From an optimization exercise on the open Yosys and OpenROAD flow, aimed at small area, a short achievable clock period and few clock cycles per item; shortcuts taken in it are not production practice.
Only simulation tests tie the RTL to the original design; equivalence was not proved.

<file path="design/flow/config.mk">
export PLATFORM = sky130hd
export DESIGN_NAME = rs_bm_decoder
export DESIGN_NICKNAME = rs_bm_decoder
export VERILOG_FILES = /design/flow/design.v
export SDC_FILE = /design/flow/constraint.sdc
export NUM_CORES = 4
export LEC_CHECK = 0
export CAP_MARGIN = 20
export CORE_MARGIN = 2
export CORE_UTILIZATION = 40
export SLEW_MARGIN = 20
</file>
<file path="design/flow/constraint.sdc">
create_clock -name core_clock -period 19.0 [get_ports {i_clock}]
set_input_delay 3.8000 -clock core_clock [delete_from_list [all_inputs] [get_ports {i_clock}]]
set_output_delay 3.8000 -clock core_clock [all_outputs]
set_load 0.01 [all_outputs]
</file>
<file path="design/flow/design.v">
`default_nettype none
module gf256_to_comp (
    input  wire [7:0] i_x,
    output wire [7:0] o_c
);
    assign o_c[0] = i_x[0] ^ i_x[1] ^ i_x[3];
    assign o_c[1] = i_x[1] ^ i_x[5];
    assign o_c[2] = i_x[1] ^ i_x[3] ^ i_x[4] ^ i_x[7];
    assign o_c[3] = i_x[1] ^ i_x[2] ^ i_x[5];
    assign o_c[4] = i_x[4] ^ i_x[7];
    assign o_c[5] = i_x[1] ^ i_x[3] ^ i_x[4];
    assign o_c[6] = i_x[2] ^ i_x[5] ^ i_x[6];
    assign o_c[7] = i_x[5];
endmodule
module gf256_from_comp (
    input  wire [7:0] i_c,
    output wire [7:0] o_x
);
    assign o_x[0] = i_c[0] ^ i_c[2] ^ i_c[4];
    assign o_x[1] = i_c[1] ^ i_c[7];
    assign o_x[2] = i_c[1] ^ i_c[3];
    assign o_x[3] = i_c[1] ^ i_c[2] ^ i_c[4] ^ i_c[7];
    assign o_x[4] = i_c[2] ^ i_c[4] ^ i_c[5];
    assign o_x[5] = i_c[7];
    assign o_x[6] = i_c[1] ^ i_c[3] ^ i_c[6] ^ i_c[7];
    assign o_x[7] = i_c[2] ^ i_c[5];
endmodule
module gf16_mul (
    input  wire [3:0] i_a,
    input  wire [3:0] i_b,
    output wire [3:0] o_p
);
    logic [6:0] prod;
    always_comb
    begin
        prod = '0;
        for (int mi = 0; mi < 4; mi++)
        begin
            prod = prod ^ ({7{i_b[mi]}} & ({3'b0, i_a} << mi));
        end
        for (int ri = 6; ri >= 4; ri--)
        begin
            prod = prod ^ ({7{prod[ri]}} & (7'h13 << (ri - 4)));
        end
    end
    assign o_p = prod[3:0];
endmodule
module gf256_mul (
    input  wire [7:0] i_a,
    input  wire [7:0] i_b,
    output wire [7:0] o_p
);
    logic [3:0] hh;
    logic [3:0] ll;
    logic [3:0] mm;
    logic [3:0] hl;
    gf16_mul u_hh (.i_a(i_a[7:4]), .i_b(i_b[7:4]), .o_p(hh));
    gf16_mul u_ll (.i_a(i_a[3:0]), .i_b(i_b[3:0]), .o_p(ll));
    gf16_mul u_mm (.i_a(i_a[7:4] ^ i_a[3:0]), .i_b(i_b[7:4] ^ i_b[3:0]), .o_p(mm));
    gf16_mul u_hl (.i_a(hh), .i_b(4'd9), .o_p(hl));
    assign o_p = {mm ^ ll, ll ^ hl};
endmodule
module gf256_dot3 (
    input  wire [7:0] i_c,
    input  wire [7:0] i_a1,
    input  wire [7:0] i_b1,
    input  wire [7:0] i_a2,
    input  wire [7:0] i_b2,
    input  wire [7:0] i_a3,
    input  wire [7:0] i_b3,
    output wire [7:0] o_p
);
    function automatic logic [6:0] clmul4(input logic [3:0] a, input logic [3:0] b);
        logic [6:0] p;
        p = '0;
        for (int mi = 0; mi < 4; mi++)
        begin
            p = p ^ ({7{b[mi]}} & ({3'b0, a} << mi));
        end
        clmul4 = p;
    endfunction
    function automatic logic [3:0] red4(input logic [6:0] p);
        logic [6:0] q;
        q = p;
        for (int ri = 6; ri >= 4; ri--)
        begin
            q = q ^ ({7{q[ri]}} & (7'h13 << (ri - 4)));
        end
        red4 = q[3:0];
    endfunction
    logic [6:0] hh;
    logic [6:0] ll;
    logic [6:0] mm;
    logic [3:0] hh_r;
    logic [3:0] hl;
    assign hh = clmul4(i_a1[7:4], i_b1[7:4]) ^ clmul4(i_a2[7:4], i_b2[7:4]) ^ clmul4(i_a3[7:4], i_b3[7:4]);
    assign ll = clmul4(i_a1[3:0], i_b1[3:0]) ^ clmul4(i_a2[3:0], i_b2[3:0]) ^ clmul4(i_a3[3:0], i_b3[3:0]);
    assign mm = clmul4(i_a1[7:4] ^ i_a1[3:0], i_b1[7:4] ^ i_b1[3:0])
              ^ clmul4(i_a2[7:4] ^ i_a2[3:0], i_b2[7:4] ^ i_b2[3:0])
              ^ clmul4(i_a3[7:4] ^ i_a3[3:0], i_b3[7:4] ^ i_b3[3:0]);
    assign hh_r = red4(hh);
    gf16_mul u_hl (.i_a(hh_r), .i_b(4'd9), .o_p(hl));
    assign o_p = i_c ^ {red4(mm ^ ll), red4(ll) ^ hl};
endmodule
module gf256_inv_pre (
    input  wire [7:0] i_x,
    output wire [3:0] o_a1,
    output wire [3:0] o_s,      
    output wire [3:0] o_d
);
    logic [3:0] a1a0;
    logic [3:0] sq1;
    logic [3:0] sq0;
    logic [3:0] sq1l;
    gf16_mul u_m10 (.i_a(i_x[7:4]), .i_b(i_x[3:0]), .o_p(a1a0));
    gf16_mul u_sq1 (.i_a(i_x[7:4]), .i_b(i_x[7:4]), .o_p(sq1));
    gf16_mul u_sq0 (.i_a(i_x[3:0]), .i_b(i_x[3:0]), .o_p(sq0));
    gf16_mul u_lam (.i_a(sq1), .i_b(4'd9), .o_p(sq1l));
    assign o_a1 = i_x[7:4];
    assign o_s  = i_x[7:4] ^ i_x[3:0];
    assign o_d  = sq1l ^ a1a0 ^ sq0;
endmodule
module gf256_inv_post (
    input  wire [3:0] i_a1,
    input  wire [3:0] i_s,
    input  wire [3:0] i_d,
    output wire [7:0] o_y
);
    localparam logic [63:0] INV16 = 64'h834a5c2f67bde910;
    logic [3:0] dinv;
    assign dinv = INV16[4*i_d +: 4];
    gf16_mul u_r1 (.i_a(i_a1), .i_b(dinv), .o_p(o_y[7:4]));
    gf16_mul u_r0 (.i_a(i_s),  .i_b(dinv), .o_p(o_y[3:0]));
endmodule
`default_nettype wire
`timescale 1ns/100ps
`default_nettype none
module rs_bm_decoder (
    input  wire         i_clock,
    input  wire         i_arst_n,
    input  wire         i_start,
    input  wire  [47:0] i_synd,
    output logic [35:0] o_locator,
    output logic        o_ready
);
    logic       busy_q;
    logic       ready_q;
    logic [2:0] step_q;      
    logic       accept;
    logic       last;
    logic [7:0] q_q [0:5];
    logic [7:0] c_q [1:3];
    logic       xb1_q;
    logic [7:0] xb_q [2:3];
    logic [3:0] ib_a1_q;
    logic [3:0] ib_s_q;
    logic [3:0] ib_d_q;
    logic [7:0] b_inv;
    logic [2:0] len_q;
    logic [7:0] disc;
    logic [7:0] inv_in;
    logic [3:0] inv_a1;
    logic [3:0] inv_s;
    logic [3:0] inv_d;
    logic [7:0] scale;
    logic       take_p4;
    logic [7:0] upd2_in;
    logic [7:0] upd2;
    logic [7:0] upd3;
    logic       len_update;
    logic       s1_zero;
    logic       all_zero;
    logic [7:0] synd_c [0:5];
    logic [7:0] sigma [1:3];
    assign accept  = i_start && !busy_q;
    assign last    = (step_q == 3'd5);
    assign s1_zero = (i_synd[7:0] == 8'h00);
    assign all_zero = (i_synd == 48'h0);
    for (genvar j = 0; j < 6; j++)
    begin : g_in
        gf256_to_comp u_to (.i_x(i_synd[8*j +: 8]), .o_c(synd_c[j]));
    end
    gf256_dot3 u_disc (
        .i_c  (q_q[0]),
        .i_a1 (c_q[1]), .i_b1 (q_q[1]),
        .i_a2 (c_q[2]), .i_b2 (q_q[2]),
        .i_a3 (c_q[3]), .i_b3 (q_q[3]),
        .o_p  (disc)
    );
    assign inv_in = busy_q ? disc : synd_c[0];
    gf256_inv_pre u_inv_pre (.i_x(inv_in), .o_a1(inv_a1), .o_s(inv_s), .o_d(inv_d));
    gf256_inv_post u_inv_post (.i_a1(ib_a1_q), .i_s(ib_s_q), .i_d(ib_d_q), .o_y(b_inv));
    gf256_mul u_scale (.i_a(disc), .i_b(b_inv), .o_p(scale));
    assign take_p4 = busy_q && (step_q == 3'd4) && (len_q == 3'd1);
    assign upd2_in = take_p4 ? q_q[3] : xb_q[2];
    gf256_mul u_upd2 (.i_a(scale), .i_b(upd2_in), .o_p(upd2));
    gf256_mul u_upd3 (.i_a(scale), .i_b(xb_q[3]), .o_p(upd3));
    assign len_update = busy_q && (disc != 8'h00) && ({len_q, 1'b0} <= {1'b0, step_q});
    always_ff @(posedge i_clock or negedge i_arst_n)
    begin
        if (!i_arst_n)
        begin
            busy_q  <= 1'b0;
            ready_q <= 1'b0;
            step_q  <= 3'd0;
        end
        else if (accept)
        begin
            busy_q  <= !all_zero;
            ready_q <= all_zero;
            step_q  <= 3'd1;
        end
        else if (busy_q)
        begin
            step_q <= step_q + 3'd1;
            if (last)
            begin
                busy_q  <= 1'b0;
                ready_q <= 1'b1;
            end
        end
    end
    always_ff @(posedge i_clock)
    begin
        if (accept)
        begin
            q_q[0] <= synd_c[1];
            q_q[1] <= synd_c[0];
            q_q[2] <= synd_c[5];
            q_q[3] <= synd_c[4];
            q_q[4] <= synd_c[3];
            q_q[5] <= synd_c[2];
            c_q[1] <= synd_c[0];
            c_q[2] <= 8'h00;
            c_q[3] <= 8'h00;
            xb1_q   <= !s1_zero;
            xb_q[2] <= {7'b0, s1_zero};
            xb_q[3] <= 8'h00;
            ib_a1_q <= inv_a1;      
            ib_s_q  <= {inv_s[3:1], inv_s[0] | s1_zero};
            ib_d_q  <= {inv_d[3:1], inv_d[0] | s1_zero};
            len_q  <= {2'b0, !s1_zero};
        end
        else
        begin
            q_q[0] <= q_q[5] ^ (take_p4 ? upd2 : 8'h00);
            for (int i = 1; i <= 5; i++)
            begin
                q_q[i] <= q_q[i-1];
            end
            c_q[1] <= c_q[1] ^ (scale & {8{xb1_q}});
            c_q[2] <= c_q[2] ^ (take_p4 ? 8'h00 : upd2);
            c_q[3] <= c_q[3] ^ upd3;
            if (last)
            begin
                xb1_q   <= 1'b0;
                xb_q[2] <= 8'h00;
                xb_q[3] <= 8'h00;
            end
            else if (len_update)
            begin
                xb1_q   <= 1'b1;     
                xb_q[2] <= c_q[1];
                xb_q[3] <= c_q[2];
            end
            else
            begin
                xb1_q   <= 1'b0;     
                xb_q[2] <= {7'b0, xb1_q};
                xb_q[3] <= xb_q[2];
            end
            if (len_update)
            begin
                ib_a1_q <= inv_a1;
                ib_s_q  <= inv_s;
                ib_d_q  <= inv_d;
                len_q  <= step_q + 3'd1 - len_q;
            end
        end
    end
    for (genvar k = 1; k <= 3; k++)
    begin : g_out
        gf256_from_comp u_from (.i_c(c_q[k]), .o_x(sigma[k]));
    end
    assign o_locator = {sigma[3], sigma[2], sigma[1], 8'h01, len_q, (len_q > 3'd3)};
    assign o_ready   = ready_q;
endmodule
`default_nettype wire
</file>
<file path="design/flow/flow/run.sh">
#!/bin/bash
# The standard layout (standard.sh) with two changes:
#  - synthesis maps the logic with flow/abc.script in place of ORFS's
#    abc_speed.script; everything else in synthesis (register mapping,
#    flattening, renaming) is synth_recipe.tcl as is;
#  - the port buffers that global placement inserts are sky130_fd_sc_hd__buf_2
#    rather than the cell buffer_ports picks by itself (a delay cell);
#  - after synthesis, flow/upsize_regs.tcl gives the registers with many
#    loads the next drive strength of their own flip-flop type.
set -euo pipefail
work=$(cd "$(dirname "$0")/.." && pwd)
cat > "$work/own_synth.tcl" <<TCL
# Yosys's abc with this flow's script; every other argument as ORFS gives it
proc abc {args} {
  set i [lsearch -exact \$args -script]
  if { \$i >= 0 } { lset args [expr { \$i + 1 }] {$work/flow/abc.script} }
  yosys abc {*}\$args
}
source {$work/synth_recipe.tcl}
TCL
args=(SYNTH_SCRIPT="$work/own_synth.tcl" "BUFFER_PORTS_ARGS=-buffer_cell sky130_fd_sc_hd__buf_2")
bash "$work/standard.sh" "${args[@]}" synth > "$work/flow_make_synth.log" 2>&1
SYNTH_ODB="$work/orfs/results/$FLOW_PLATFORM/rs_bm_decoder/base/1_synth.odb" \
LIB_FILE="$FLOW_HOME/platforms/$FLOW_PLATFORM/lib/sky130_fd_sc_hd__tt_025C_1v80.lib" \
  openroad -no_splash -exit "$work/flow/upsize_regs.tcl" > "$work/upsize_regs.log" 2>&1
bash "$work/standard.sh" "${args[@]}" finish > "$work/flow_make.log" 2>&1
</file>
<file path="design/flow/flow/abc.script">
strash
&get -n
&st
&dch
&nf -R 1000
&put
topo
stime -c
buffer -c
upsize -c
dnsize -c
</file>
<file path="design/flow/flow/upsize_regs.tcl">
# Give the registers that drive many loads a stronger flip-flop of the same
# kind (drive strength only): C, the multiplier taps Q1..Q3 of the syndromes,
# XB1 and the busy flag.
read_db $::env(SYNTH_ODB)
read_liberty $::env(LIB_FILE)
set n 0
foreach inst [get_cells *] {
  set name [get_property $inst name]
  set m [get_property $inst ref_name]
  if { $m eq "sky130_fd_sc_hd__dfxtp_1" && [regexp {^(c_q|q_q\[[123]\]|xb1_q)} $name] } {
    replace_cell $inst sky130_fd_sc_hd__dfxtp_2
    incr n
  } elseif { $m eq "sky130_fd_sc_hd__dfrtp_1" && [regexp {^busy_q} $name] } {
    replace_cell $inst sky130_fd_sc_hd__dfrtp_2
    incr n
  }
}
puts "upsized $n registers"
write_db $::env(SYNTH_ODB)
</file>
<file path="design/flow/standard.sh">
#!/bin/bash
# synth_recipe.tcl (not shown) runs the flow's synth.tcl, then flattens the netlist and writes it again
# the make line also repeats each setting of config.mk as NAME=value (left out here)
make -C /OpenROAD-flow-scripts/flow DESIGN_CONFIG=/design/flow/config.mk WORK_HOME=/design/flow/orfs CLKGATE_MAP_FILE= SYNTH_SCRIPT=/design/flow/synth_recipe.tcl "${@:-finish}"
</file>
==> results of run 1 <==
==> worst paths after layout <==
| kind | from | slack (ps) | to |
|---|---|---|---|
| worst max-delay path | i_synd[3] | 12990 | ib_d_q[1] |
| worst min-delay path | q_q[4][5] | 440 | q_q[5][5] |
| worst max register to register | c_q[2][2] | 13060 | q_q[0][1] |
| worst min register to register | q_q[4][5] | 440 | q_q[5][5] |
| max in group asynchronous | i_arst_n | 15630 | busy_q |
| min in group asynchronous | i_arst_n | 3220 | ready_q |
==> metrics by stage <==
step           cell area (um^2)  setup slack [ps]   util  cells
2_1_floorplan             11000             13100      -   1397
5_1_grt                   11900             12580  0.440   1767
3_3_place_gp              11500             12720  0.428   1751
4_1_cts                   11900             13030  0.440   1767
3_5_place_dp              11500             12640  0.428   1751
6_report                  11900             12990  0.440   1767
==> cells by family after synthesis <==
family | count (synthesis) | synth area share
AND/OR/NAND/NOR | 512 | 0.196
XOR/XNOR | 511 | 0.445
flip-flops | 109 | 0.214
buffers and inverters | 108 | 0.0457
AO/OA/AOI/OAI | 105 | 0.0519
adder cells (fa/ha/maj) | 25 | 0.0293
multiplexers | 19 | 0.0174
other | 2 | 0.000688
==> layer usage <==
metal	vias up	GRT usage	part of all wire
li1	4372	-	-
met1	4017	0.264	0.46
met2	204	0.360	0.48
met3	33	0.0205	0.036
met4	0	0.0632	0.024
met5	-	0	0
==> worst min-delay path, cell delays in order, from the launching register on <==
cell,delay (ps)
dfxtp_1,310
nand2_1,40
o21ai_0,60
==> synth_stat cells, types with 4 or more instances <==
library cell / number / share of area
nor2b_1: 22 / 0.013
xnor2_4: 5 / 0.013
a31oi_1: 4 / 0.0023
xor2_2: 6 / 0.0089
nand2b_1: 22 / 0.013
clkbuf_1: 27 / 0.0093
dfxtp_1: 91 / 0.17
nand2_1: 276 / 0.095
inv_1: 33 / 0.011
inv_2: 4 / 0.0014
and3_1: 7 / 0.0040
o21ai_0: 37 / 0.017
and2b_1: 4 / 0.0028
buf_4: 17 / 0.012
xor2_1: 108 / 0.087
xnor2_1: 359 / 0.29
ha_1: 24 / 0.028
mux2i_1: 19 / 0.017
dfrtp_1: 5 / 0.011
nand3_1: 11 / 0.0050
edfxtp_1: 13 / 0.036
buf_2: 23 / 0.011
o21ai_1: 7 / 0.0032
nor2_1: 150 / 0.052
a22o_1: 4 / 0.0032
a21oi_1: 44 / 0.020
xnor2_2: 33 / 0.049
nor4_1: 8 / 0.0046
==> registers in the layout, indices dropped and copies added (netlist names) <==
name     flops
busy_q       1
ib_s_q       4
c_q         24
ready_q      1
ib_d_q       4
ib_a1_q      4
step_q       3
len_q        3
xb1_q        1
xb_q        16
q_q         48
==> area by class of cell <==
type | instances | area, um^2 | share of cell area
Clock buffer | 9 | 225 | 0.0190
Clock inverter | 7 | 101 | 0.00854
Inverter | 37 | 139 | 0.0117
Multi-Input combinational cell | 1180 | 8140 | 0.686
Sequential cell | 109 | 2400 | 0.202
Tap cell | 341 | 427 | 0.0360
Timing Repair Buffer | 84 | 433 | 0.0365
==> impl_results.md, run 1 <==
- Final Hold Violating Endpoints: 0
- Num CTS Buffers: 9
- WHS: 443 ps
- Post-CTS Hold Fix Bufs: 0
- Row cnt: 60
- Starting Density: 0.407
- Crit-path max FO: 6
- Die Wd: 170 um
- Clock Path Buffers: 2
- Crit path kind: in -> reg
- Number of synthesized flops with an enable pin: 13
- Commonest cells after routing, fill and taps aside: xnor2_1, nand2_1, nor2_1
- Max incr delay on CP: 460 ps
- Residual DRC count: 0
- Crit-path most repeated cell: xnor2_1
- Postcts setup bufs: 0
- Total congestion overflow: 0
- Fmax: 0.166 GHz
- Delay-heaviest family, CP: XOR/XNOR gates
- Port Buf Inserts: 79
- Total Nets Final: 1497
- Worst hold path depth: 2
- RSZ-0062 raised after global routing: false
- Cells after Synth: 1391
- Die area: 28800 um^2
- Worst Path Required: 19120 ps
- Antenna fix cells: 0
- Post-synth area from yosys stat: 10900 um^2
- Critical Path Sink Type: flop
- Post-synthesis cell area: 11000 um^2
- DR vias/cell: 4.88
- Initial antenna violation count: 0
- Chip height: 170 um
- Core ar.: 27000 um^2
- Worst slew margin: 0.314
- CP Launch Type: primary input
- Main flop type after synthesis: dfxtp_1
- ANT nets after route: 0
- Setup TNS: 0 ps
- Share of cells above drive strength 1: 0.144
- Yosys warning total: 11
- Commonest non-fill, non-tap cell in the layout: xnor2_1
- CP arrival: 6130 ps
- CTS tree: built
- Post-CTS sizing: 0
- Clock transition at path regs: 80 ps
- Vias in the first global route: 8316
- Aggregate routed wire length: 28.8 mm
- Async set or reset register ratio after synthesis: 0.0459
- Min Tclk post-route: 6010 ps
- Num Clock Sinks: 109
- Status: finished clean
- Fin crit share: 0.316
- Cell count along the critical path: 12
- Pre-Repair DR Iteration Count: 4
- 1st-iter DRT viols: 357
- Average cell area after synthesis: 7.89 um^2
- Sequential share of the synthesized area: 0.214
- Final HPWL DP: 22.8 mm
- Slowest-stage cell, CP: a21oi_1
- Cell depth of the worst flop-to-flop path: 21
- Total number of vias: 8626
- Critical path, cell by cell: buf_2 -> xnor2_1 -> xnor2_1 -> xor2_1 -> nor2_1 -> a21oi_1 -> inv_1 -> ha_1 -> xnor2_1 -> xnor2_1 -> xnor2_1 -> xnor2_1
- Yosys reg bits: 109
- Clock Skew: 17.3 ps
- CTS root buf: clkbuf_16
- Hold Path Class: reg -> reg
- Global Route Usage Sum: 0.205
- Wire per inst: 16.3 um
- H-tree Lvls: 3
- Buf/Inv on CP: 2
- Fillers: 2678
- Ports: 88
- Final slew viol count: 0
- Worst-margin pin slew: 1020 ps
- Final-report setup violation count: 0
- Clk Latency, worst-skew pair: 370 ps
- Routability cong.: 0.904
- Layout Area Growth over Synthesis: 8.01%
- Pin count of the biggest net entering global routing: 71
- First-pass GRT wire length: 45.9 mm
- Max cap viols: 0
- Yosys cell types: 47
Testbench counts, summed over its fixed seeds: cycles 9,223, decodes 1,600.
==> inputs of run 2 (changes only) <==
--- a/design/flow/flow/run.sh
+++ b/design/flow/flow/run.sh
@@ -3,7 +3,7 @@
 #  - synthesis maps the logic with flow/abc.script in place of ORFS's
 #    abc_speed.script; everything else in synthesis (register mapping,
 #    flattening, renaming) is synth_recipe.tcl as is;
-#  - the port buffers that global placement inserts are sky130_fd_sc_hd__buf_2
+#  - the port buffers that global placement inserts are sky130_fd_sc_hd__buf_1
 #    rather than the cell buffer_ports picks by itself (a delay cell);
 #  - after synthesis, flow/upsize_regs.tcl gives the registers with many
 #    loads the next drive strength of their own flip-flop type.
@@ -18,7 +18,7 @@
 }
 source {$work/synth_recipe.tcl}
 TCL
-args=(SYNTH_SCRIPT="$work/own_synth.tcl" "BUFFER_PORTS_ARGS=-buffer_cell sky130_fd_sc_hd__buf_2")
+args=(SYNTH_SCRIPT="$work/own_synth.tcl" "BUFFER_PORTS_ARGS=-buffer_cell sky130_fd_sc_hd__buf_1")
 bash "$work/standard.sh" "${args[@]}" synth > "$work/flow_make_synth.log" 2>&1
 SYNTH_ODB="$work/orfs/results/$FLOW_PLATFORM/rs_bm_decoder/base/1_synth.odb" \
 LIB_FILE="$FLOW_HOME/platforms/$FLOW_PLATFORM/lib/sky130_fd_sc_hd__tt_025C_1v80.lib" \
--- a/design/flow/config.mk
+++ b/design/flow/config.mk
@@ -8,4 +8,4 @@
 export CAP_MARGIN = 20
 export CORE_MARGIN = 2
 export CORE_UTILIZATION = 40
-export SLEW_MARGIN = 20
+export SLEW_MARGIN = 45
==> run 2 against run 1 <==
  * Still clean
  * Maximum frequency grew 0.61%
  * Via count increased by 0.78%
  * Setup slack better by 36 ps
  * Synthesized cell count is the same
  * Utilization is 0.34 points lower
  * Global-route usage fell by 0.062 points
  * First-iteration DRC count is 10% higher
  * Final cell count unchanged
  * Hold slack got worse by 7.3 ps
  * Routed wire length shrank 0.40%
  * Sequential share of layout area grew 0.16 points
==> impl_results.md, run 2 <==
- Worst-margin pin slew: 750 ps (was 1020 ps)
- Die Wd: 170 um (unchanged)
- Num CTS Buffers: 9 (unchanged)
- Count leader, synth: xnor2_1 (unchanged)
- Area contributors post-synth: xnor2_1, dfxtp_1, nand2_1 (unchanged)
- Commonest non-fill, non-tap cell in the layout: xnor2_1 (unchanged)
- Largest reg by FF count: q_q (unchanged)
- Aggregate routed wire length: 28.7 mm (was 28.8 mm)
- Total congestion overflow: 0 (unchanged)
- Post-CTS sizing: 0 (unchanged)
- Post-synthesis cell area: 11000 um^2 (unchanged)
- Core ar.: 27000 um^2 (unchanged)
- Initial antenna violation count: 0 (unchanged)
- H-tree Lvls: 3 (unchanged)
- Crit-path max FO: 6 (unchanged)
- Fin crit share: 0.315 (was 0.316)
- Residual DRC count: 0 (unchanged)
- Status: finished clean (unchanged)
- Routability cong.: 0.891 (was 0.904)
- Yosys reg bits: 109 (unchanged)
- DR vias/cell: 4.92 (was 4.88)
- Clock Skew: 13.3 ps (was 17.3 ps)
- Vias in the first global route: 8400 (was 8316)
- Clk Latency, worst-skew pair: 370 ps (about the same)
- Fmax: 0.167 GHz (was 0.166 GHz)
- Crit path kind: in -> reg (unchanged)
- Wire per inst: 16.2 um (was 16.3 um)
- Max cap viols: 0 (unchanged)
- CTS root buf: clkbuf_16 (unchanged)
- Yosys top cell area share: 0.288 (unchanged)
- Clock transition at path regs: 80 ps (about the same)
- CP arrival: 6070 ps (was 6130 ps)
- Final HPWL DP: 22.7 mm (was 22.8 mm)
- Synth area leader: xnor2_1 (unchanged)
- CTS tree: built (unchanged)
- Port Buf Inserts: 79 (unchanged)
- Postcts setup bufs: 0 (unchanged)
- Yosys warning total: 11 (unchanged)
- Hold Path Class: reg -> reg (unchanged)
- CP Launch Type: primary input (unchanged)
- Pre-CTS setup slack: 12670 ps (was 12640 ps)
- Final Hold Violating Endpoints: 0 (unchanged)
- Min Tclk post-route: 5980 ps (was 6010 ps)
- ANT nets after route: 0 (unchanged)
- Total Nets Final: 1497 (unchanged)
- Main flop type after synthesis: dfxtp_1 (unchanged)
- Post-synth area from yosys stat: 10900 um^2 (unchanged)
- Final-report setup violation count: 0 (unchanged)
- Global Route Usage Sum: 0.204 (was 0.205)
- Most frequent cells after synthesis: xnor2_1, nand2_1, nor2_1 (unchanged)
- Num Clock Sinks: 109 (unchanged)
- Cells after Synth: 1391 (unchanged)
- Async set or reset register ratio after synthesis: 0.0459 (unchanged)
- Total number of vias: 8693 (was 8626)
- Worst slew margin: 0.497 (was 0.314)
- RSZ-0062 raised after global routing: false (unchanged)
- Worst Path Required: 19090 ps (was 19120 ps)
- WHS: 435 ps (was 443 ps)
- Clock Path Buffers: 2 (unchanged)
- Ports: 88 (unchanged)
- Antenna fix cells: 0 (unchanged)
- Layout Area Growth over Synthesis: 7.18% (was 8.01%)
- Setup TNS: 0 ps (unchanged)
- 1st-iter DRT viols: 393 (was 357)
- Row cnt: 60 (unchanged)
- First-pass GRT wire length: 45.7 mm (was 45.9 mm)
- Critical Path Sink Type: flop (unchanged)
- Yosys cell types: 47 (unchanged)
- Share of cells above drive strength 1: 0.0891 (was 0.144)
- Fillers: 2717 (was 2678)
- Final worst slack: 13020 ps (was 12990 ps)
- Average cell area after synthesis: 7.89 um^2 (unchanged)
- Starting Density: 0.407 (unchanged)
- Chip height: 170 um (unchanged)
- Commonest cells after routing, fill and taps aside: xnor2_1, nand2_1, nor2_1 (unchanged)
- Sequential share of the synthesized area: 0.214 (unchanged)
- Die area: 28800 um^2 (unchanged)
- Final slew viol count: 0 (unchanged)
- Post-CTS Hold Fix Bufs: 0 (unchanged)
- Pin count of the biggest net entering global routing: 71 (unchanged)
- Largest register FFs: 48 (unchanged)
- Number of synthesized flops with an enable pin: 13 (unchanged)
- Pre-Repair DR Iteration Count: 7 (was 4)
- Top flop regs: q_q x48, c_q x24, xb_q x16 (unchanged)
run 2: layer usage:
metal / vias to the layer above / track usage / share of wire
li1: 4363 / - / -
met1: 4054 / 0.263 / 0.45
met2: 226 / 0.353 / 0.47
met3: 50 / 0.0163 / 0.041
met4: 0 / 0.0836 / 0.035
met5: - / 0 / 0
run 2: metrics by stage:
step / cells / utilization / instance area (um^2)
6_report: 1767 / 0.437 / 11800
5_1_grt: 1767 / 0.437 / 11800
4_1_cts: 1767 / 0.437 / 11800
3_5_place_dp: 1751 / 0.425 / 11400
3_3_place_gp: 1751 / 0.424 / 11400
2_1_floorplan: 1397 / - / 11000
run 2: critical path, cell delays in order:
cell     delay, ps
buf_1          180
xnor2_1        160
xnor2_1        180
xor2_1         290
nor2_1          70
a21oi_1        420
inv_1          100
ha_1           230
xnor2_1        130
xnor2_1        260
xnor2_1        150
o21ai_0         90
run 2: cell families after synthesis:
| group | Yosys count | share of synthesized area |
|---|---|---|
| fa+ha+maj | 25 | 0.0293 |
| mux | 19 | 0.0174 |
| xor+xnor | 511 | 0.445 |
| buf+inv | 108 | 0.0457 |
| other cells | 2 | 0.000688 |
| compound gates | 105 | 0.0519 |
| simple gates | 512 | 0.196 |
| flops | 109 | 0.214 |
run 2: worst paths after layout:
check / cells after the start / slack [ps] / from / to
setup / recovery: 12 / 13020 / i_synd[4] / ib_d_q[0]
hold / removal: 2 / 440 / q_q[4][5] / q_q[5][5]
setup reg to reg: 22 / 13140 / c_q[2][2] / q_q[0][4]
hold reg to reg: 2 / 440 / q_q[4][5] / q_q[5][5]
max in group asynchronous: 1 / 15500 / i_arst_n / busy_q
min in group asynchronous: 1 / 3270 / i_arst_n / ready_q
run 2: layout make-up:
cell class                 count  area [um^2]  area share
inverter                      37          139      0.0118
clock inverter                 7          101     0.00861
multi-input combinational   1180         8140       0.692
timing repair buffer          84          334      0.0284
clock buffer                   9          225      0.0191
tap                          341          427      0.0362
sequential                   109         2400       0.204
==> inputs of run 3 (changes only) <==
--- a/design/flow/config.mk
+++ b/design/flow/config.mk
@@ -8,4 +8,4 @@
 export CAP_MARGIN = 20
 export CORE_MARGIN = 2
 export CORE_UTILIZATION = 40
-export SLEW_MARGIN = 45
+export SLEW_MARGIN = 60
==> run 3 against run 2 <==
  * Still clean on timing, DRC and antenna
  * Synthesized area is the same
  * Setup slack gained 40 ps
  * Final area grew 1.2%
  * Sequential cell count is the same
  * Critical path type unchanged
  * Critical path depth is the same
  * Maximum frequency grew 0.67%
  * Register-to-register slack lost 70 ps
  * Global-route usage grew 0.052 points
  * Die area is the same
  * Routed wire length grew 0.85%
  * Hold slack gained 1.4 ps
==> impl_results.md, run 3 <==
- Status: finished clean (unchanged)
- Chip height: 170 um (unchanged)
- Worst slew margin: 0.622 (was 0.497)
- CTS tree: built (unchanged)
- Fillers: 2689 (was 2717)
- Num CTS Buffers: 9 (unchanged)
- Clk Latency, worst-skew pair: 370 ps (about the same)
- H-tree Lvls: 3 (unchanged)
- Worst-margin pin slew: 566 ps (was 750 ps)
- RSZ-0062 raised after global routing: false (unchanged)
- Average cell area after synthesis: 7.89 um^2 (unchanged)
- Post-CTS Hold Fix Bufs: 0 (unchanged)
- Fin crit share: 0.312 (was 0.315)
- Main flop type after synthesis: dfxtp_1 (unchanged)
- DR vias/cell: 4.92 (about the same)
- Clock transition at path regs: 80 ps (about the same)
- Cells after Synth: 1391 (unchanged)
- Reg2reg start: ib_d_q[0] (was c_q[2][2])
- Wire per inst: 16.4 um (was 16.2 um)
- CP arrival: 6030 ps (was 6070 ps)
- Max cap viols: 0 (unchanged)
- Vias in the first global route: 8328 (was 8400)
- Final-report setup violation count: 0 (unchanged)
- Number of synthesized flops with an enable pin: 13 (unchanged)
- Count leader, synth: xnor2_1 (unchanged)
- Die area: 28800 um^2 (unchanged)
- Crit-path max FO: 6 (unchanged)
- Crit-path most repeated cell: xnor2_1 (unchanged)
- Area contributors post-synth: xnor2_1, dfxtp_1, nand2_1 (unchanged)
- Hold Path Class: reg -> reg (unchanged)
- Row cnt: 60 (unchanged)
- WHS: 437 ps (was 435 ps)
- Area of the multi-input gates: 8280 um^2 (was 8140 um^2)
- Async set or reset register ratio after synthesis: 0.0459 (unchanged)
- Die Wd: 170 um (unchanged)
- Core ar.: 27000 um^2 (unchanged)
- Ports: 88 (unchanged)
- Critical Path Sink Type: flop (unchanged)
- Largest register FFs: 48 (unchanged)
- FF/Latch Area: 2400 um^2 (unchanged)
- Crit path kind: in -> reg (unchanged)
- Critical path, cell by cell: buf_1 -> xnor2_1 -> xnor2_1 -> xor2_1 -> nor2_1 -> a21oi_1 -> inv_1 -> ha_1 -> xnor2_1 -> xnor2_1 -> xnor2_1 -> o21ai_0 (unchanged)
- Antenna fix cells: 0 (unchanged)
- Worst Path Required: 19090 ps (about the same)
- Commonest non-fill, non-tap cell in the layout: xnor2_1 (unchanged)
- ANT nets after route: 0 (unchanged)
- Most frequent cells after synthesis: xnor2_1, nand2_1, nor2_1 (unchanged)
- Post-synth area from yosys stat: 10900 um^2 (unchanged)
- Clock Path Buffers: 2 (unchanged)
- First-pass GRT wire length: 45.9 mm (was 45.7 mm)
- Total congestion overflow: 0 (unchanged)
- CTS root buf: clkbuf_16 (unchanged)
- Yosys cell types: 47 (unchanged)
- Total Nets Final: 1497 (unchanged)
- Largest reg by FF count: q_q (unchanged)
- Post-CTS sizing: 0 (unchanged)
- Global Route Usage Sum: 0.205 (was 0.204)
- Routability cong.: 0.891 (unchanged)
- Layout Area Growth over Synthesis: 8.51% (was 7.18%)
- Yosys warning total: 11 (unchanged)
- Pre-Repair DR Iteration Count: 4 (was 7)
- Clock Skew: 16.5 ps (was 13.3 ps)
- Synth area leader: xnor2_1 (unchanged)
- Min Tclk post-route: 5940 ps (was 5980 ps)
- Residual DRC count: 0 (unchanged)
- Pin count of the biggest net entering global routing: 71 (unchanged)
- Share of cells above drive strength 1: 0.0954 (was 0.0891)
- Commonest cells after routing, fill and taps aside: xnor2_1, nand2_1, nor2_1 (unchanged)
- Yosys top cell area share: 0.288 (unchanged)
- CP Launch Type: primary input (unchanged)
- 1st-iter DRT viols: 393 (unchanged)
- Starting Density: 0.407 (unchanged)
- Aggregate routed wire length: 28.9 mm (was 28.7 mm)
- Setup crit start: i_synd[4] (unchanged)
- Setup TNS: 0 ps (unchanged)
- Slowest-stage cell, CP: a21oi_1 (unchanged)
- Port Buf Inserts: 79 (unchanged)
- Top flop regs: q_q x48, c_q x24, xb_q x16 (unchanged)
- Num Clock Sinks: 109 (unchanged)
- Fmax: 0.168 GHz (was 0.167 GHz)
- Final Hold Violating Endpoints: 0 (unchanged)
- Total number of vias: 8685 (was 8693)
- Final slew viol count: 0 (unchanged)
- Max incr delay on CP: 410 ps (was 420 ps)
- Sequential share of the synthesized area: 0.214 (unchanged)
- Initial antenna violation count: 0 (unchanged)
- Worst Hold Launch: q_q[4][5] (unchanged)
- Yosys reg bits: 109 (unchanged)
- Postcts setup bufs: 0 (unchanged)
- Post-synthesis cell area: 11000 um^2 (unchanged)
- Final HPWL DP: 22.8 mm (was 22.7 mm)
==> run 3: through the flow <==
| stage | setup WS, ps | instance area, um^2 | utilization | std cells |
|---|---|---|---|---|
| after floorplan | 13100 | 11000 | - | 1397 |
| after global placement | 12700 | 11400 | 0.424 | 1751 |
| after detailed placement | 12670 | 11500 | 0.428 | 1751 |
| after CTS | 13050 | 11900 | 0.440 | 1767 |
| after global routing | 12480 | 11900 | 0.442 | 1767 |
| final | 13060 | 11900 | 0.442 | 1767 |
==> run 3: worst max-delay path, delay by kind of cell <==
family | cells | cell delay [ps]
xor gates and xnor gates | 6 | 1170
adders and majority gates | 1 | 220
AOI/OAI and AO/OA | 2 | 500
and+or+nand+nor | 1 | 70
buffers and inverters | 2 | 260
==> run 3: cells by family after synthesis <==
| kind of cell | after synthesis | share of synthesized area |
|---|---|---|
| and+or+nand+nor | 512 | 0.196 |
| xor gates and xnor gates | 511 | 0.445 |
| DFF | 109 | 0.214 |
| buffers and inverters | 108 | 0.0457 |
| AOI/OAI and AO/OA | 105 | 0.0519 |
| adders and majority gates | 25 | 0.0293 |
| muxes | 19 | 0.0174 |
| other | 2 | 0.000688 |
==> run 3: metal layers <==
| layer | wire [um] | track usage | vias to the layer above |
|---|---|---|---|
| met5 | 0 | 0 | - |
| met4 | 751 | 0.0639 | 0 |
| met3 | 1000 | 0.0198 | 44 |
| met2 | 13900 | 0.358 | 209 |
| met1 | 13300 | 0.266 | 4064 |
| li1 | - | - | 4368 |
==> run 3: layout make-up <==
cell class              count  area share
flip-flops and latches    109       0.201
clock buffers               9      0.0189
repair buffers             84      0.0287
inverters                  37      0.0117
clock inverters             7     0.00850
multi-input cells        1180       0.695
well taps                 341      0.0358
==> run 3: final timing paths <==
path,slack (ps),depth (start not counted),endpoint
setup reg to reg,13070,24,q_q[0][5]
hold / removal,440,2,q_q[5][5]
min in group asynchronous,3270,1,ready_q
max in group asynchronous,15490,1,busy_q
setup / recovery,13060,12,ib_d_q[0]
hold reg to reg,440,2,q_q[5][5]
==> inputs of run 4 (changes only) <==
--- a/design/flow/config.mk
+++ b/design/flow/config.mk
@@ -8,4 +8,5 @@
 export CAP_MARGIN = 20
 export CORE_MARGIN = 2
 export CORE_UTILIZATION = 40
-export SLEW_MARGIN = 60
+export PLACE_DENSITY = 0.8
+export SLEW_MARGIN = 20
==> run 4 against run 3 <==
  * Utilization down 0.66 points
  * Critical endpoint is now ib_d_q[1]
  * Maximum frequency down 2.5%
  * Die area unchanged
  * Global-route usage down 1.0 points
==> impl_results.md, run 4 <==
- Port Buf Inserts: 79 (unchanged)
- Post-synthesis cell area: 11000 um^2 (unchanged)
- Clk Latency, worst-skew pair: 350 ps (was 370 ps)
- Area contributors post-synth: xnor2_1, dfxtp_1, nand2_1 (unchanged)
- Async set or reset register ratio after synthesis: 0.0459 (unchanged)
- Commonest non-fill, non-tap cell in the layout: xnor2_1 (unchanged)
- Worst Path Required: 19100 ps (was 19090 ps)
- Hold Path Class: reg -> reg (unchanged)
- Final-report setup violation count: 0 (unchanged)
- Pre-Repair DR Iteration Count: 5 (was 4)
- Min Tclk post-route: 6090 ps (was 5940 ps)
- Placed Instance Area: 11400 um^2 (was 11500 um^2)
- Cells after Synth: 1391 (unchanged)
- Wire per inst: 15.9 um (was 16.4 um)
- Num Clock Sinks: 109 (unchanged)
- Critical path, cell by cell: buf_1 -> xnor2_1 -> xnor2_1 -> xor2_1 -> nor2_1 -> a21oi_1 -> inv_1 -> ha_1 -> xnor2_1 -> xnor2_1 -> xnor2_1 -> xnor2_1 (was buf_1 -> xnor2_1 -> xnor2_1 -> xor2_1 -> nor2_1 -> a21oi_1 -> inv_1 -> ha_1 -> xnor2_1 -> xnor2_1 -> xnor2_1 -> o21ai_0)
- Aggregate routed wire length: 28.0 mm (was 28.9 mm)
- Post-CTS Hold Fix Bufs: 0 (unchanged)
- Max cap viols: 0 (unchanged)
- Status: finished clean (unchanged)
- Chip height: 170 um (unchanged)
- Buf/Inv on CP: 2 (unchanged)
- Number of synthesized flops with an enable pin: 13 (unchanged)
- Worst reg-to-reg setup slack: 13180 ps (was 13070 ps)
- Setup TNS: 0 ps (unchanged)
- Clock Skew: 9.24 ps (was 16.5 ps)
- Final Hold Violating Endpoints: 0 (unchanged)
- Total congestion overflow: 0 (unchanged)
- Die area: 28800 um^2 (unchanged)
- Ports: 88 (unchanged)
- Share of cells above drive strength 1: 0.0877 (was 0.0954)
- DR vias/cell: 5.06 (was 4.92)
- Critical Path Sink Type: flop (unchanged)
- Main flop type after synthesis: dfxtp_1 (unchanged)
- Largest reg by FF count: q_q (unchanged)
- Yosys reg bits: 109 (unchanged)
- Die Wd: 170 um (unchanged)
- FF/Latch Area: 2400 um^2 (unchanged)
- Worst slew margin: 0.393 (was 0.622)
- Sequential share of the synthesized area: 0.214 (unchanged)
- Post-CTS sizing: 0 (unchanged)
- Routability cong.: 0.964 (was 0.891)
- Crit-path most repeated cell: xnor2_1 (unchanged)
- 1st-iter DRT viols: 785 (was 393)
- Pin count of the biggest net entering global routing: 73 (was 71)
- Clock Path Buffers: 2 (unchanged)
- Row cnt: 60 (unchanged)
- Largest register FFs: 48 (unchanged)
- CP arrival: 6190 ps (was 6030 ps)
- Final HPWL DP: 21.9 mm (was 22.8 mm)
- Final slew viol count: 0 (unchanged)
- CP Launch Type: primary input (unchanged)
- Synth area leader: xnor2_1 (unchanged)
- Count leader, synth: xnor2_1 (unchanged)
- Worst setup path endpoint: ib_d_q[1] (was ib_d_q[0])
- Final instance area: 11700 um^2 (was 11900 um^2)
- Average cell area after synthesis: 7.89 um^2 (unchanged)
- Fmax: 0.164 GHz (was 0.168 GHz)
- Layout Area Growth over Synthesis: 6.88% (was 8.51%)
- Yosys top cell area share: 0.288 (unchanged)
- Worst-margin pin slew: 904 ps (was 566 ps)
- Postcts setup bufs: 0 (unchanged)
- RR Endpoint: q_q[0][5] (unchanged)
- Cell depth of the worst flop-to-flop path: 25 (was 24)
- Crit-path max FO: 6 (unchanged)
- Crit path kind: in -> reg (unchanged)
- Reg2reg start: ib_d_q[0] (unchanged)
- RSZ-0062 raised after global routing: false (unchanged)
- CTS root buf: clkbuf_16 (unchanged)
- Fillers: 2565 (was 2689)
- Post-route non-filler standard cell count: 1766 (was 1767)
- H-tree Lvls: 3 (unchanged)
- Yosys warning total: 11 (unchanged)
- Area of the multi-input gates: 8140 um^2 (was 8280 um^2)
- Residual DRC count: 0 (unchanged)
- Clock transition at path regs: 70 ps (was 80 ps)
- Starting Density: 0.407 (unchanged)
- Most frequent cells after synthesis: xnor2_1, nand2_1, nor2_1 (unchanged)
- Core ar.: 27000 um^2 (unchanged)
- First-pass GRT wire length: 44.4 mm (was 45.9 mm)
- Delay-heaviest family, CP: XOR/XNOR gates (unchanged)
- Commonest cells after routing, fill and taps aside: xnor2_1, nand2_1, nor2_1 (unchanged)
- Placed cells: 1750 (was 1751)
- Post-synth area from yosys stat: 10900 um^2 (unchanged)
- Max incr delay on CP: 450 ps (was 410 ps)
- CTS tree: built (unchanged)
- ANT nets after route: 0 (unchanged)
- Initial antenna violation count: 0 (unchanged)
- Setup crit start: i_synd[4] (unchanged)
- Total Nets Final: 1496 (was 1497)
- Top flop regs: q_q x48, c_q x24, xb_q x16 (unchanged)
- Slowest-stage cell, CP: a21oi_1 (unchanged)
- Yosys cell types: 47 (unchanged)
- Antenna fix cells: 0 (unchanged)
- Fin crit share: 0.321 (was 0.312)
- Cell count along the critical path: 12 (unchanged)
- Global Route Usage Sum: 0.194 (was 0.205)
- Vias in the first global route: 8624 (was 8328)
- Num CTS Buffers: 9 (unchanged)
- Total number of vias: 8934 (was 8685)
[run 4: cell types whose count changed in the layout (fill, tap and decap cells not counted), moves of 3 or more]
| cell | before | now |
|---|---|---|
| clkinv_8 | 4 | 0 |
| mux2i_1 | 16 | 19 |
| xnor2_1 | 354 | 359 |
| xnor2_4 | 12 | 5 |
| mux2i_2 | 3 | 0 |
[run 4: worst min-delay path by stage]
stage	start	end	cells past startpoint
floorplan	q_q[4][7]	q_q[5][7]	2
global placement	q_q[4][7]	q_q[5][7]	2
detailed placement	q_q[4][5]	q_q[5][5]	2
CTS	q_q[4][5]	q_q[5][5]	2
global route	q_q[4][5]	q_q[5][5]	2
finish	q_q[4][5]	q_q[5][5]	2
[run 4: final cells by class]
cell class | count | area share
multi-input cells | 1180 | 0.693
flip-flops and latches | 109 | 0.204
well taps | 341 | 0.0364
repair buffers | 83 | 0.0278
clock buffers | 10 | 0.0204
inverters | 37 | 0.0118
clock inverters | 6 | 0.00597
[run 4: metal layers]
metal | track usage | routed length (um) | vias to the layer above
li1 | - | - | 4362
met1 | 0.245 | 12000 | 4157
met2 | 0.334 | 13300 | 340
met3 | 0.0189 | 1610 | 75
met4 | 0.0918 | 1170 | 0
met5 | 0 | 0 | -
[run 4: tightest hold or removal path, delay by kind of cell (launching register included)]
family	cells	cell delay, ps
and+or+nand+nor	1	40
AOI/OAI and AO/OA	1	60
DFF	1	310
[run 4: logic make-up after synthesis]
logic type / count (synthesis) / share of synthesized area
AO/OA/AOI/OAI: 105 / 0.0519
flip-flops: 109 / 0.214
adder cells (fa/ha/maj): 25 / 0.0293
other: 2 / 0.000688
XOR/XNOR: 511 / 0.445
AND/OR/NAND/NOR: 512 / 0.196
multiplexers: 19 / 0.0174
buffers and inverters: 108 / 0.0457
[run 4: through the flow]
stage | hold WS [ps] | util | setup slack (ps)
finish | 437 | 0.436 | 12910
global route | 463 | 0.436 | 12690
CTS | 444 | 0.436 | 12910
detailed placement | 428 | 0.424 | 12600
global placement | 418 | 0.424 | 12640
floorplan | 399 | - | 13100
==> inputs of run 5 (changes only) <==
==> design/flow/flow/abc.script (replaced) <==
strash
&get -n
&st
&dch
&nf -R 1000
&put
topo
stime -c
upsize -c
dnsize -c
--- a/design/flow/config.mk
+++ b/design/flow/config.mk
@@ -8,5 +8,4 @@
 export CAP_MARGIN = 20
 export CORE_MARGIN = 2
 export CORE_UTILIZATION = 40
-export PLACE_DENSITY = 0.8
 export SLEW_MARGIN = 20
==> run 5 against run 4 <==
  * Die area shrank 3.4%
  * Via count shrank 3.3%
  * Count of clock-buffer cells in the layout shrank 1
  * Sequential cell count is the same
  * Hold slack gained 1.2 ps
  * Sequential share of layout area grew 0.24 points
  * Final area shrank 1.1%
  * Critical endpoint is now q_q[0][5]
  * Largest cell class unchanged
  * Highest routed layer unchanged
==> impl_results.md, run 5 <==
- Initial antenna violation count: 0 (unchanged)
- Average cell area after synthesis: 7.96 um^2 (was 7.89 um^2)
- Async set or reset register ratio after synthesis: 0.0459 (unchanged)
- Area contributors post-synth: xnor2_1, dfxtp_1, nand2_1 (unchanged)
- Worst Path Required: 19230 ps (was 19100 ps)
- FF/Latch Area: 2400 um^2 (unchanged)
- Num Clock Sinks: 109 (unchanged)
- Aggregate routed wire length: 28.6 mm (was 28.0 mm)
- Fillers: 2640 (was 2565)
- Chip height: 167 um (was 170 um)
- Residual DRC count: 0 (unchanged)
- Commonest non-fill, non-tap cell in the layout: xnor2_1 (unchanged)
- 1st-iter DRT viols: 577 (was 785)
- Routability cong.: 0.910 (was 0.964)
- DR vias/cell: 4.91 (was 5.06)
- Crit path kind: reg -> reg (was in -> reg)
- Antenna fix cells: 0 (unchanged)
- ANT nets after route: 0 (unchanged)
- Yosys warning total: 11 (unchanged)
- Pre-Repair DR Iteration Count: 5 (unchanged)
- Area of the multi-input gates: 8010 um^2 (was 8140 um^2)
- Max cap viols: 0 (unchanged)
- Count leader, synth: xnor2_1 (unchanged)
- Sequential share of the synthesized area: 0.222 (was 0.214)
- Cells after Synth: 1332 (was 1391)
- Post-synth area from yosys stat: 10500 um^2 (was 10900 um^2)
- Crit-path max FO: 8 (was 6)
- CTS root buf: clkbuf_16 (unchanged)
- Top flop regs: q_q x48, c_q x24, xb_q x16 (unchanged)
- Number of synthesized flops with an enable pin: 13 (unchanged)
- Status: finished clean (unchanged)
- Synth area leader: xnor2_1 (unchanged)
- Final-report setup violation count: 0 (unchanged)
- First-pass GRT wire length: 45.9 mm (was 44.4 mm)
- Vias in the first global route: 8382 (was 8624)
- Setup TNS: 0 ps (unchanged)
- Total congestion overflow: 0 (unchanged)
- RSZ-0062 raised after global routing: false (unchanged)
- Port Buf Inserts: 79 (unchanged)
- Clock Skew: 11.0 ps (was 9.24 ps)
- Fmax: 0.163 GHz (was 0.164 GHz)
- Postcts setup bufs: 0 (unchanged)
- Starting Density: 0.407 (about the same)
- Share of cells above drive strength 1: 0.0793 (was 0.0877)
- Main flop type after synthesis: dfxtp_1 (unchanged)
- Worst-margin pin slew: 966 ps (was 904 ps)
- Row cnt: 59 (was 60)
- Fin crit share: 0.324 (was 0.321)
- Die area: 27800 um^2 (was 28800 um^2)
- Wire per inst: 16.2 um (was 15.9 um)
- Pin count of the biggest net entering global routing: 54 (was 73)
- CP arrival: 6370 ps (was 6190 ps)
- CP Launch Type: flop (was primary input)
- Commonest cells after routing, fill and taps aside: xnor2_1, nand2_1, nor2_1 (unchanged)
- Final HPWL DP: 22.0 mm (was 21.9 mm)
- Final Hold Violating Endpoints: 0 (unchanged)
- Largest reg by FF count: q_q (unchanged)
- Clk Latency, worst-skew pair: 360 ps (was 350 ps)
- Yosys reg bits: 109 (unchanged)
- Clock transition at path regs: 80 ps (was 70 ps)
- Global Route Usage Sum: 0.208 (was 0.194)
- Final slew viol count: 0 (unchanged)
- H-tree Lvls: 3 (unchanged)
- Total number of vias: 8637 (was 8934)
- Post-CTS Hold Fix Bufs: 0 (unchanged)
- Layout Area Growth over Synthesis: 9.44% (was 6.88%)
- Core ar.: 26100 um^2 (was 27000 um^2)
- Final Util: 0.445 (was 0.436)
- CTS tree: built (unchanged)
- Ports: 88 (unchanged)
- Post-synthesis cell area: 10600 um^2 (was 11000 um^2)
- Worst slew margin: 0.356 (was 0.393)
- Hold Path Class: reg -> reg (unchanged)
- Yosys top cell area share: 0.307 (was 0.288)
- Critical Path Sink Type: flop (unchanged)
- Clock Path Buffers: 2 (unchanged)
- Total Nets Final: 1496 (unchanged)
- Min Tclk post-route: 6150 ps (was 6090 ps)
- Yosys cell types: 47 (unchanged)
- Num CTS Buffers: 9 (unchanged)
- Die Wd: 167 um (was 170 um)
- Post-CTS sizing: 0 (unchanged)
- Largest register FFs: 48 (unchanged)
- Most frequent cells after synthesis: xnor2_1, nand2_1, nor2_1 (unchanged)
==> run 5: cell families after synthesis <==
| kind of cell | synth area share |
|---|---|
| adders and majority gates | 0.0304 |
| xor gates and xnor gates | 0.450 |
| buffers and inverters | 0.0214 |
| other | 0.000713 |
| and+or+nand+nor | 0.204 |
| AOI/OAI and AO/OA | 0.0538 |
| muxes | 0.0180 |
| DFF | 0.222 |
==> run 5: path summary, 6_finish.rpt <==
path / from / endpoint / slack [ps] / cells past startpoint
worst min register to register: q_q[4][7] / q_q[5][7] / 440 / 2
max in group asynchronous: i_arst_n / busy_q / 15490 / 1
min in group asynchronous: i_arst_n / step_q[2] / 3280 / 1
worst min-delay path: q_q[4][7] / q_q[5][7] / 440 / 2
worst max register to register: ib_d_q[1] / q_q[0][5] / 12850 / 24
worst max-delay path: ib_d_q[1] / q_q[0][5] / 12850 / 24
==> run 5: per-layer routing <==
metal | share of wire | GRT usage
met1 | 0.45 | 0.263
met2 | 0.49 | 0.362
met3 | 0.030 | 0.0238
met4 | 0.035 | 0.0795
met5 | 0 | 0
==> run 5: area by class of cell <==
type | instances | share of cell area
Clock buffer | 9 | 0.0194
Multi-Input combinational cell | 1180 | 0.690
Inverter | 37 | 0.0120
Tap cell | 335 | 0.0361
Clock inverter | 7 | 0.00722
Timing Repair Buffer | 83 | 0.0281
Sequential cell | 109 | 0.207
==> run 5: metrics by stage <==
step | area [um^2] | worst slack [ps] | instances | hold WS [ps]
floorplan | 10600 | 12490 | 1338 | 399
global placement | 11300 | 12670 | 1744 | 432
detailed placement | 11300 | 12580 | 1744 | 432
CTS | 11600 | 12810 | 1760 | 440
global route | 11600 | 12160 | 1760 | 454
finish | 11600 | 12850 | 1760 | 439
==> run 5: worst max-delay path: stages, from the launching register on <==
cell and delay (ps):
edfxtp_1 460, clkinv_1 170, ha_1 340, o21ai_0 70, o21ai_0 680, nand2_1 150, xor2_1 190, xnor2_1 140
xnor2_1 460, nand2_1 130, xor2_1 190, xnor2_1 170, xnor2_1 370, xnor2_1 170, xnor2_2 280, xnor2_1 690
nor2_1 150, xor2_1 210, xnor2_1 140, xnor2_1 230, xnor2_1 200, nand2_1 130, xnor2_1 140, nor2_1 90
a21oi_1 50
==> inputs of run 6 (changes only) <==
==> design/flow/flow/abc.script (replaced) <==
strash
&get -n
&st
&dch
&nf -R 1000
&st
&dch
&nf -R 1000
&put
topo
stime -c
buffer -c
upsize -c
dnsize -c
==> run 6 against run 5 <==
  * Register-to-register slack got worse by 190 ps
  * Setup slack got worse by 190 ps
  * Non-clock buffer count increased by 2
  * Utilization decreased by 1.3 points
  * Largest cell class unchanged
==> impl_results.md, run 6 <==
- Status: finished clean (unchanged)
- Core ar.: 26800 um^2 (was 26100 um^2)
- Yosys warning total: 11 (unchanged)
- Most frequent cells after synthesis: xnor2_1, nand2_1, nor2_1 (unchanged)
- Average cell area after synthesis: 7.71 um^2 (was 7.96 um^2)
- Clock Skew: 11.0 ps (about the same)
- WHS: 429 ps (was 439 ps)
- Simple-Gate Fraction of Synth Area: 0.200 (was 0.204)
- Fillers: 2712 (was 2640)
- Crit-path max FO: 9 (was 8)
- Top flop regs: q_q x48, c_q x24, xb_q x16 (unchanged)
- Setup crit start: c_q[1][0] (was ib_d_q[1])
- Max cap viols: 0 (unchanged)
- Post-CTS Hold Fix Bufs: 0 (unchanged)
- Die Wd: 169 um (was 167 um)
- Count leader, synth: xnor2_1 (unchanged)
- Vias in the first global route: 8601 (was 8382)
- Ports: 88 (unchanged)
- Cells after Synth: 1412 (was 1332)
- Post-CTS sizing: 0 (unchanged)
- Cell depth of the worst flop-to-flop path: 22 (was 24)
- CTS root buf: clkbuf_16 (unchanged)
- Worst slew margin: 0.288 (was 0.356)
- Total number of vias: 8947 (was 8637)
- Starting Density: 0.406 (was 0.407)
- Worst Hold Launch: q_q[4][4] (was q_q[4][7])
- CP arrival: 6560 ps (was 6370 ps)
- Largest register FFs: 48 (unchanged)
- First-pass GRT wire length: 47.4 mm (was 45.9 mm)
- Clock transition at path regs: 80 ps (about the same)
- DR vias/cell: 5.00 (was 4.91)
- ANT nets after route: 0 (unchanged)
- Yosys reg bits: 109 (unchanged)
- Clk Latency, worst-skew pair: 370 ps (was 360 ps)
- H-tree Lvls: 3 (unchanged)
- Port Buf Inserts: 79 (unchanged)
- Num CTS Buffers: 9 (unchanged)
- Post-synthesis cell area: 10900 um^2 (was 10600 um^2)
- Placed cells: 1774 (was 1744)
- Largest reg by FF count: q_q (unchanged)
- Row cnt: 60 (was 59)
- Final slew viol count: 0 (unchanged)
- Die area: 28600 um^2 (was 27800 um^2)
- RR Endpoint: q_q[0][1] (was q_q[0][5])
- Async set or reset register ratio after synthesis: 0.0459 (unchanged)
- Layout Area Growth over Synthesis: 6.48% (was 9.44%)
- Residual DRC count: 0 (unchanged)
- Initial antenna violation count: 0 (unchanged)
- Aggregate routed wire length: 30.3 mm (was 28.6 mm)
- Pin count of the biggest net entering global routing: 68 (was 54)
- Commonest cells after routing, fill and taps aside: xnor2_1, nand2_1, nor2_1 (unchanged)
- Final HPWL DP: 23.4 mm (was 22.0 mm)
- Yosys top cell area share: 0.261 (was 0.307)
- Global Route Usage Sum: 0.214 (was 0.208)
- Xor and xnor area share after synthesis: 0.418 (was 0.450)
- Reg2reg start: c_q[1][0] (was ib_d_q[1])
- Synth Area in Adders: 0.0296 (was 0.0304)
- Num Clock Sinks: 109 (unchanged)
- Final-report setup violation count: 0 (unchanged)
- Total congestion overflow: 0 (unchanged)
- Crit path kind: reg -> reg (unchanged)
- Worst setup path endpoint: q_q[0][1] (was q_q[0][5])
- Chip height: 169 um (was 167 um)
- Area contributors post-synth: xnor2_1, dfxtp_1, xor2_1 (was xnor2_1, dfxtp_1, nand2_1)
- Pre-Repair DR Iteration Count: 5 (unchanged)
- Compound-Gate Fraction of Synth Area: 0.0696 (was 0.0538)
- CTS tree: built (unchanged)
- Antenna fix cells: 0 (unchanged)
- Min Tclk post-route: 6340 ps (was 6150 ps)
- Synth area leader: xnor2_1 (unchanged)
- Final Util: 0.433 (was 0.445)
- 1st-iter DRT viols: 438 (was 577)
- Fmax: 0.158 GHz (was 0.163 GHz)
- Clock Path Buffers: 2 (unchanged)
- Hold Path Class: reg -> reg (unchanged)
- Sequential share of the synthesized area: 0.216 (was 0.222)
- Total Nets Final: 1520 (was 1496)
- CP Launch Type: flop (unchanged)
- Post-synthesis mux area share: 0.0150 (was 0.0180)
- Worst-margin pin slew: 1050 ps (was 966 ps)
- Postcts setup bufs: 0 (unchanged)
- Post-synth area from yosys stat: 10800 um^2 (was 10500 um^2)
- Critical Path Sink Type: flop (unchanged)
- Share of cells above drive strength 1: 0.0807 (was 0.0793)
- Post-route non-filler standard cell count: 1790 (was 1760)
- Commonest non-fill, non-tap cell in the layout: xnor2_1 (unchanged)
- RSZ-0062 raised after global routing: false (unchanged)
- Main flop type after synthesis: dfxtp_1 (unchanged)
- Fin crit share: 0.333 (was 0.324)
- Routability cong.: 0.923 (was 0.910)
- Worst reg-to-reg setup slack: 12660 ps (was 12850 ps)
- Number of synthesized flops with an enable pin: 13 (unchanged)
- Wire per inst: 16.9 um (was 16.2 um)
- Worst Path Required: 19220 ps (was 19230 ps)
- Final Hold Violating Endpoints: 0 (unchanged)
- Largest family of logic cells by synthesized area: XOR/XNOR gates (unchanged)
- Yosys cell types: 55 (was 47)
- Setup TNS: 0 ps (unchanged)
[run 6: changes by cell type in the layout (fill, tap and decap cells not counted), sizes merged, moves of 10 or more]
cell,change
nand2b,-15
nor2,+39
xnor2,-47
xor2,+24
a21oi,+18
nand2,-10
clkinv,-31
inv,+34
[run 6: final cells by class]
cell class	count	area, um^2	share of cell area
Clock buffer	9	225	0.0194
Timing Repair Buffer	85	342	0.0295
Tap cell	341	427	0.0368
Sequential cell	109	2400	0.207
Clock inverter	7	78.8	0.00680
Multi-Input combinational cell	1199	7970	0.688
Inverter	40	150	0.0130
[run 6: cells by family (layout without fill, tap and decap cells)]
family	Yosys count	in the layout
AO/OA/AOI/OAI	135	135
XOR/XNOR	488	488
adder cells (fa/ha/maj)	25	25
buffers and inverters	110	141
flip-flops	109	109
multiplexers	16	16
other	2	8
AND/OR/NAND/NOR	527	527
[run 6: worst min-delay path by stage]
stage / cells past startpoint / slack [ps] / end
after global placement: 2 / 400 / q_q[5][4]
after floorplan: 2 / 390 / q_q[5][4]
after detailed placement: 2 / 410 / q_q[5][4]
after global routing: 2 / 450 / q_q[5][4]
final: 2 / 430 / q_q[5][4]
after CTS: 2 / 430 / q_q[5][4]
[run 6: metal layers]
metal | track usage | vias to the layer above | part of all wire | routed length [um]
met3 | 0.0255 | 52 | 0.056 | 1690
li1 | - | 4469 | - | -
met2 | 0.365 | 276 | 0.47 | 14300
met1 | 0.279 | 4150 | 0.45 | 13500
met4 | 0.0762 | 0 | 0.026 | 803
met5 | 0 | - | 0 | 0
[run 6: per-stage QoR]
stage	worst slack (ps)	cell area [um^2]
after floorplan	13100	10900
after global placement	12720	11300
after detailed placement	12700	11300
after CTS	12810	11600
after global routing	12200	11600
final	12660	11600
[run 6: worst max-delay path, stage by stage (launching register included)]
cell	delay, ps
dfxtp_2	400
xnor2_1	460
nor2_1	100
xnor2_1	150
xnor2_1	250
xnor2_1	150
xnor2_1	520
xnor2_2	190
xnor2_4	380
nand2_1	140
xnor2_1	170
o21ai_0	320
xnor2_2	200
xor2_1	790
nor2b_1	250
xnor2_1	160
xnor2_1	160
xor2_1	330
xnor2_1	150
xnor2_1	600
nand3_1	160
nand2_1	100
o22ai_1	70

separate check: timing with driven ports:
Ports are ideal in the flow. The routed layouts listed here were re-timed in OpenROAD.
Step 1, drivers: a clkbuf_16 drives i_clock and a buf_2 each remaining input, both assumed.
Step 2 also shifts input and output timing later by t, the mid clock arrival at the registers, as if the neighbouring blocks saw the same clock.
a / b / c = no drivers / after step 1 / after step 2; a / b = the first two.
run | shift t [ns] | setup slack, ns | worst register clock-pin slew, ns
run 1 | 0.407 | 12.987 / 13.012 / 12.605 | 0.09 / 0.09
run 2 | 0.408 | 13.023 / 13.048 / 12.639 | 0.09 / 0.09
run 3 | 0.410 | 13.063 / 13.073 / 12.679 | 0.09 / 0.09
run 4 | 0.387 | 12.910 / 12.929 / 12.542 | 0.07 / 0.07
run 5 | 0.409 | 12.853 / 12.853 / 12.584 | 0.08 / 0.08
run 6 | 0.410 | 12.664 / 12.664 / 12.664 | 0.08 / 0.08
After both steps every run listed still meets setup and hold.
